This design comes from an exercise in tuning for small area and few clock cycles per item on the open sky130 flow, not from production work. The RTL was checked by simulation tests, not by an equivalence proof against the original design.

## alpha
==> flow/design.v (excerpt) <==
module fp_mult_pipe #(
   parameter int EXP_W = 8,
   parameter int MAN_W = 23
) (
   input  logic                 clk,
   input  logic                 rst_n,
   input  logic                 in_valid,
   output logic                 in_ready,
   input  logic [EXP_W+MAN_W:0] x,
   input  logic [EXP_W+MAN_W:0] y,
   output logic                 out_valid,
   input  logic                 out_ready,
   output logic [EXP_W+MAN_W:0] result
   ,
   output logic [3:0]           flags
);
clock: 7.5 ns
lec_check: 0
cap_margin: 20
core_margin: 2
core_utilization: 40
cts_buf_list: sky130_fd_sc_hd__clkbuf_8
gpl_timing_driven: 0
slew_margin: 20
standard.sh (not shown) runs the stock make flow with config.mk's settings and CLKGATE_MAP_FILE= SYNTH_SCRIPT=/design/flow/synth_recipe.tcl, a recipe that flattens the netlist after the stock synthesis.
==> flow/flow/run.sh <==
#!/bin/bash
# Layout flow: the standard ORFS flow (standard.sh) with three changes:
#  - synthesis skips Yosys's generic `abc -fast` pass (synth -noabc), so the full
#    adders written in the RTL reach extract_fa as written;
#  - the final ABC technology mapping uses flow/abc.script (area recovery under a
#    delay target, then gate sizing) instead of ORFS's abc_speed.script;
#  - every port is buffered by a buf_2 instead of the default clkdlybuf4s50_1.
set -euo pipefail
cd "$(dirname "$0")/.."
W=$(pwd)
export FLOW_SYNTH_TCL=$W/synth_recipe.tcl
export FLOW_ABC_SCRIPT=$W/flow/abc.script
export BUFFER_PORTS_ARGS="-buffer_cell sky130_fd_sc_hd__buf_2"
bash standard.sh synth SYNTH_ARGS=-noabc SYNTH_SCRIPT=$W/flow/synth.tcl > synth.log 2>&1
bash standard.sh finish SYNTH_ARGS=-noabc SYNTH_SCRIPT=$W/flow/synth.tcl > layout.log 2>&1
==> flow/flow/abc.script <==
strash
ifraig
dch -f
map -D 5500
strash
dch -f
map -D 5500
topo
stime -c
buffer -c
upsize -c -D 5500
dnsize -c -D 5500
==> flow/flow/synth.tcl <==
# The standard flow's synthesis script (synth_recipe.tcl, sourced below unchanged), with the
# technology-mapping ABC run given our own script (flow/abc.script) in place of
# ORFS's abc_speed.script.  Only the combinational mapping changes; registers are
# mapped before ABC runs and keep their standard-synthesis names and cells.
proc abc {args} {
  set i [lsearch -exact $args -script]
  if { $i >= 0 } {
    lset args [expr {$i + 1}] $::env(FLOW_ABC_SCRIPT)
    puts "flow/synth.tcl: abc -script $::env(FLOW_ABC_SCRIPT)"
  }
  yosys abc {*}$args
}
source $::env(FLOW_SYNTH_TCL)
Testbench counts of alpha, summed over its fixed seeds: cycles 16,008, items 16,000.
Input changes introduced in beta (baseline for comparison: alpha):
==> flow/flow/run.sh <==
#!/bin/bash
# Layout flow: the standard ORFS flow, with Yosys's generic `abc -fast` pass
# skipped in synthesis (synth -noabc), so that the full adders written in the RTL
# reach extract_fa as written and keep one polarity through the adder tree, and
# with every port buffered by a buf_2 instead of the default clkdlybuf4s50_1.
set -euo pipefail
cd "$(dirname "$0")/.."
export BUFFER_PORTS_ARGS="-buffer_cell sky130_fd_sc_hd__buf_2"
bash standard.sh synth SYNTH_ARGS=-noabc > synth.log 2>&1
bash standard.sh finish SYNTH_ARGS=-noabc > layout.log 2>&1
removed: flow/flow/abc.script
removed: flow/flow/synth.tcl
Results
- [compare] base=alpha new=beta: maximum fanout encountered on the critical timing path lower, share of final-layout standard cells stronger than drive strength 1 higher, count of routing violations after the opening detailed-route iteration lower.
- In the reports for beta and alpha, the smaller count of instances resized after the clock tree is built belongs to alpha.
- Delta (beta minus alpha): wire length reported by the detailed router increased about 0.6%, synthesized cell count shrank by about 4%, area of the mapped netlist saw an increase.
- In the metrics for beta and alpha, the one carrying the higher final cell utilization of the core is beta.
--- input diff beta..gamma ---
--- a/flow/flow/run.sh
+++ b/flow/flow/run.sh
@@ -8,0 +9 @@
+export REMOVE_ABC_BUFFERS=1
--- a/flow/config.mk
+++ b/flow/config.mk
@@ -7,0 +8 @@
+export ABC_AREA = 1
==> comparison <==
beta reached the end of the flow, and the finished layout is clean on the timing, design-rule and antenna checks. gamma completed end to end with timing, DRC and antenna clean. Delta(relative area change from synthesis to final layout, gamma - beta) < 0. beta reports its leading cell type in the layout, fill and taps excluded as fa_1 while gamma reports o22ai_1. Taking beta as the reference, in gamma all-layer global routing usage decreased 0.70 points; largest fanout on the critical path increased 4; post-detailed-routing wire length increased about 0.45%.
Here is what was changed in the inputs of delta compared with gamma.
==> flow/flow/run.sh <==
#!/bin/bash
# Layout flow: the standard ORFS flow (standard.sh) with three changes:
#  - synthesis skips Yosys's generic `abc -fast` pass (synth -noabc), so the full
#    adders written in the RTL reach extract_fa as written;
#  - the final ABC technology mapping uses flow/abc.script (area recovery under a
#    delay target, then gate sizing) instead of ORFS's abc_speed.script;
#  - every port is buffered by a buf_2 instead of the default clkdlybuf4s50_1.
set -euo pipefail
cd "$(dirname "$0")/.."
W=$(pwd)
export FLOW_SYNTH_TCL=$W/synth_recipe.tcl
export FLOW_ABC_SCRIPT=$W/flow/abc.script
export BUFFER_PORTS_ARGS="-buffer_cell sky130_fd_sc_hd__buf_2"
bash standard.sh synth SYNTH_ARGS=-noabc SYNTH_SCRIPT=$W/flow/synth.tcl > synth.log 2>&1
bash standard.sh finish SYNTH_ARGS=-noabc SYNTH_SCRIPT=$W/flow/synth.tcl > layout.log 2>&1
==> flow/flow/abc.script (new file) <==
strash
ifraig
dch -f
amap
topo
stime -c
buffer -c
upsize -c -D 5500
dnsize -c -D 5500
==> flow/flow/synth.tcl (new file) <==
# The standard flow's synthesis script (synth_recipe.tcl, sourced below unchanged), with the
# technology-mapping ABC run given our own script (flow/abc.script) in place of
# ORFS's abc_speed.script.  Only the combinational mapping changes; registers are
# mapped before ABC runs and keep their standard-synthesis names and cells.
proc abc {args} {
  set i [lsearch -exact $args -script]
  if { $i >= 0 } {
    lset args [expr {$i + 1}] $::env(FLOW_ABC_SCRIPT)
    puts "flow/synth.tcl: abc -script $::env(FLOW_ABC_SCRIPT)"
  }
  yosys abc {*}$args
}
source $::env(FLOW_SYNTH_TCL)
--- a/flow/config.mk
+++ b/flow/config.mk
@@ -8 +7,0 @@
-export ABC_AREA = 1
[summary]
- delta completed end to end; final checks failed (negative setup slack).
- Having completed the whole flow, gamma delivered a layout that passed the timing, design-rule and antenna checks.
- The cell with the largest stage delay on the worst path comes out clkinvlp_2 in one run and edfxtp_1 in the other, namely in gamma and delta respectively.
- When delta is set beside gamma, its length of the first detailed-routing pass in iterations turns out to be 1 larger.
- Looking at critical path endpoint, the ph_q[8]$_DFFE_PP_ result is from gamma; the result[20] one comes from delta.

Another version of the RTL of fp_mult_pipe (not shown whole).
Size: roughly 2000 cells after synthesis, roughly 65 flip-flops, roughly 110 I/O pins, roughly 0.021 sq mm of cells after synthesis.
==> flow/config.mk <==
export PLATFORM = sky130hd
export DESIGN_NAME = fp_mult_pipe
export DESIGN_NICKNAME = fp_mult_pipe
export VERILOG_FILES = /design/flow/design.v
export SDC_FILE = /design/flow/constraint.sdc
export NUM_CORES = 4
export LEC_CHECK = 0
export CAP_MARGIN = 20
export CORE_MARGIN = 2
export CORE_UTILIZATION = 40
export SLEW_MARGIN = 20
==> flow/constraint.sdc <==
create_clock -name core_clock -period 7.5 [get_ports {clk}]
set_input_delay 1.5000 -clock core_clock [delete_from_list [all_inputs] [get_ports {clk}]]
set_output_delay 1.5000 -clock core_clock [all_outputs]
set_load 0.01 [all_outputs]
run.sh (not shown) runs the stock make flow with config.mk's settings and CLKGATE_MAP_FILE= SYNTH_SCRIPT=/design/flow/synth_recipe.tcl, a recipe that flattens the netlist after the stock synthesis.
Stock flow here: none of the scripts above is used.
The baseline ran to the end with no violations.
Testbench counts at the start, summed over its fixed seeds: cycles 16,008, items 16,000.
Change:
GPL_TIMING_DRIVEN = 0   (was unset)
Result:
- The new run went through all stages and came out clean
- critical path depth is lower by 2
- wire length is higher by roughly a tenth
- setup slack got worse by 30 ps
- non-clock buffer count is higher by 2
- synthesized cell count does not change
- count of clock-buffer cells in the layout is unchanged
- design area is lower slightly

fp_mult_pipe, a different RTL version from the one above (not shown whole).
For scale: about 68 flip-flops, roughly 110 I/O pins.
==> flow/config.mk <==
export PLATFORM = sky130hd
export DESIGN_NAME = fp_mult_pipe
export DESIGN_NICKNAME = fp_mult_pipe
export VERILOG_FILES = /design/flow/design.v
export SDC_FILE = /design/flow/constraint.sdc
export NUM_CORES = 4
export LEC_CHECK = 0
export CAP_MARGIN = 0
export CORE_MARGIN = 2
export CORE_UTILIZATION = 55
export GPL_TIMING_DRIVEN = 0
export SLEW_MARGIN = 0
==> flow/constraint.sdc <==
create_clock -name core_clock -period 7.5 [get_ports {clk}]
set_input_delay 1.5000 -clock core_clock [delete_from_list [all_inputs] [get_ports {clk}]]
set_output_delay 1.5000 -clock core_clock [all_outputs]
set_load 0.01 [all_outputs]
standard.sh (not shown) runs the stock make flow with config.mk's settings and CLKGATE_MAP_FILE= SYNTH_SCRIPT=/design/flow/synth_recipe.tcl, a recipe that flattens the netlist after the stock synthesis.
==> flow/flow/run.sh <==
#!/bin/bash
# Layout flow: the standard ORFS flow, with Yosys's generic `abc -fast` pass
# skipped in synthesis (synth -noabc), so that the full adders written in the RTL
# reach extract_fa as written and keep one polarity through the adder tree, and
# with every port buffered by a buf_2 instead of the default clkdlybuf4s50_1.
set -euo pipefail
cd "$(dirname "$0")/.."
export BUFFER_PORTS_ARGS="-buffer_cell sky130_fd_sc_hd__buf_2"
bash standard.sh synth SYNTH_ARGS=-noabc > synth.log 2>&1
bash standard.sh finish SYNTH_ARGS=-noabc > layout.log 2>&1
The first run produced a clean layout.
Testbench counts at the start, summed over its fixed seeds: cycles 16,008, items 16,000.
Rerun with:
==> flow/run.sh (new file) <==
#!/bin/bash
# synth_recipe.tcl (not shown) runs the flow's synth.tcl, then flattens the netlist and writes it again
# the make line also repeats each setting of config.mk as NAME=value (left out here)
make -C /OpenROAD-flow-scripts/flow DESIGN_CONFIG=/design/flow/config.mk WORK_HOME=/design/flow/orfs CLKGATE_MAP_FILE= SYNTH_SCRIPT=/design/flow/synth_recipe.tcl finish
Settings changed: CAP_MARGIN 0 to 20, CORE_UTILIZATION 55 to 40, SLEW_MARGIN 0 to 20.
removed: flow/flow/run.sh
removed: flow/standard.sh
Effect: Cell count increases by 18%; synthesized area went up by 7.3%; clock-buffer cell count rose by 1.
Rerun with:
==> flow/flow/run.sh (new file) <==
#!/bin/bash
# Layout flow: the standard ORFS flow, with Yosys's generic `abc -fast` pass
# skipped in synthesis (synth -noabc), so that the full adders written in the RTL
# reach extract_fa as written and keep one polarity through the adder tree.
# The technology mapping abc pass at the end of synthesis still runs.
set -euo pipefail
cd "$(dirname "$0")/.."
bash standard.sh synth SYNTH_ARGS=-noabc > synth.log 2>&1
bash standard.sh finish SYNTH_ARGS=-noabc > layout.log 2>&1
==> flow/standard.sh (new file) <==
#!/bin/bash
# synth_recipe.tcl (not shown) runs the flow's synth.tcl, then flattens the netlist and writes it again
# the make line also repeats each setting of config.mk as NAME=value (left out here)
make -C /OpenROAD-flow-scripts/flow DESIGN_CONFIG=/design/flow/config.mk WORK_HOME=/design/flow/orfs CLKGATE_MAP_FILE= SYNTH_SCRIPT=/design/flow/synth_recipe.tcl "${@:-finish}"
removed: flow/run.sh
What happened: The new run went through all stages and came out clean. Final area is lower by 6.5%. Synthesized cell count went down by 13%. Utilization came out lower by 0.27 points. Non-clock buffer count came out lower by 4. Routed wire length went down by 18%. First-iteration DRC count decreases by 21%. Count of clock-buffer cells in the layout increases by 1. Worst setup slack is better by 0.091 ns.
Rerun with:
--- a/flow/flow/run.sh
+++ b/flow/flow/run.sh
@@ -4,2 +4,2 @@
-# reach extract_fa as written and keep one polarity through the adder tree.
-# The technology mapping abc pass at the end of synthesis still runs.
+# reach extract_fa as written and keep one polarity through the adder tree, and
+# with every port buffered by a buf_2 instead of the default clkdlybuf4s50_1.
@@ -7,0 +8 @@
+export BUFFER_PORTS_ARGS="-buffer_cell sky130_fd_sc_hd__buf_2"
Settings changed: CTS_BUF_LIST from default to sky130_fd_sc_hd__clkbuf_8.
What happened: Count of clock-buffer cells in the layout is unchanged; hold slack got worse by 0.0036 ns; synthesized area stays the same; sequential share of layout area went up by 0.38 points; synthesized cell count does not change; setup slack gains 0.026 ns; critical path depth is higher by 3.

-- what the ideal ports hide --
In the flow no input, the clock included, has a driving cell. The finished layouts below were timed again as built, in two steps.
Step 1 assumes that a clkbuf_16 drives the clock port and a buf_2 every other input.
Step 2 adds t to the input delays and takes it off the output delays; t is the mean of the earliest and latest rising clock arrival at the registers after step 1. Input paths then give back, and output paths get back, about the clock's delay inside the block.
a / b / c = ideal / step 1 / step 2; a / b = the first two.
run | t (ns) | slack for setup (ns) | worst setup path at the end | clock arrival spread, ns | worst data-port slew with drivers (ns)
alpha | 0.323 | 0.262 / 0.267 / -0.056 | input to register | 0.010 / 0.010 | 0.07
beta | 0.333 | 0.104 / 0.103 / -0.230 | input to register | 0.020 / 0.020 | 0.07
gamma | 0.328 | 0.219 / 0.225 / -0.102 | input to register | 0.012 / 0.011 | 0.05
delta | 0.335 | -0.072 / -0.107 / -0.253 | input to register | 0.015 / 0.015 | 0.05
the first run of note 2 | 0.395 | 0.149 / 0.098 / 0.073 | input to register | 0.006 / 0.006 | 0.14
the second run of note 2 | 0.396 | 0.119 / 0.068 / -0.177 | input to register | 0.011 / 0.010 | 0.04
the first run of note 3 | 0.381 | 0.180 / 0.196 / -0.185 | input to register | 0.013 / 0.014 | 0.06
the second run of note 3 | 0.372 | 0.089 / 0.098 / -0.275 | input to register | 0.009 / 0.009 | 0.07
the third run of note 3 | 0.370 | 0.181 / 0.166 / -0.188 | input to register | 0.008 / 0.007 | 0.08
the fourth run of note 3 | 0.373 | 0.206 / 0.167 / -0.030 | input to register | 0.012 / 0.012 | 0.09
Met with ideal ports but missed after step 2: setup timing in 8 of these runs. The setup slack of the third run of note 3, which loses most, moves by -0.015 ns with the drivers and by -0.369 ns with both steps.
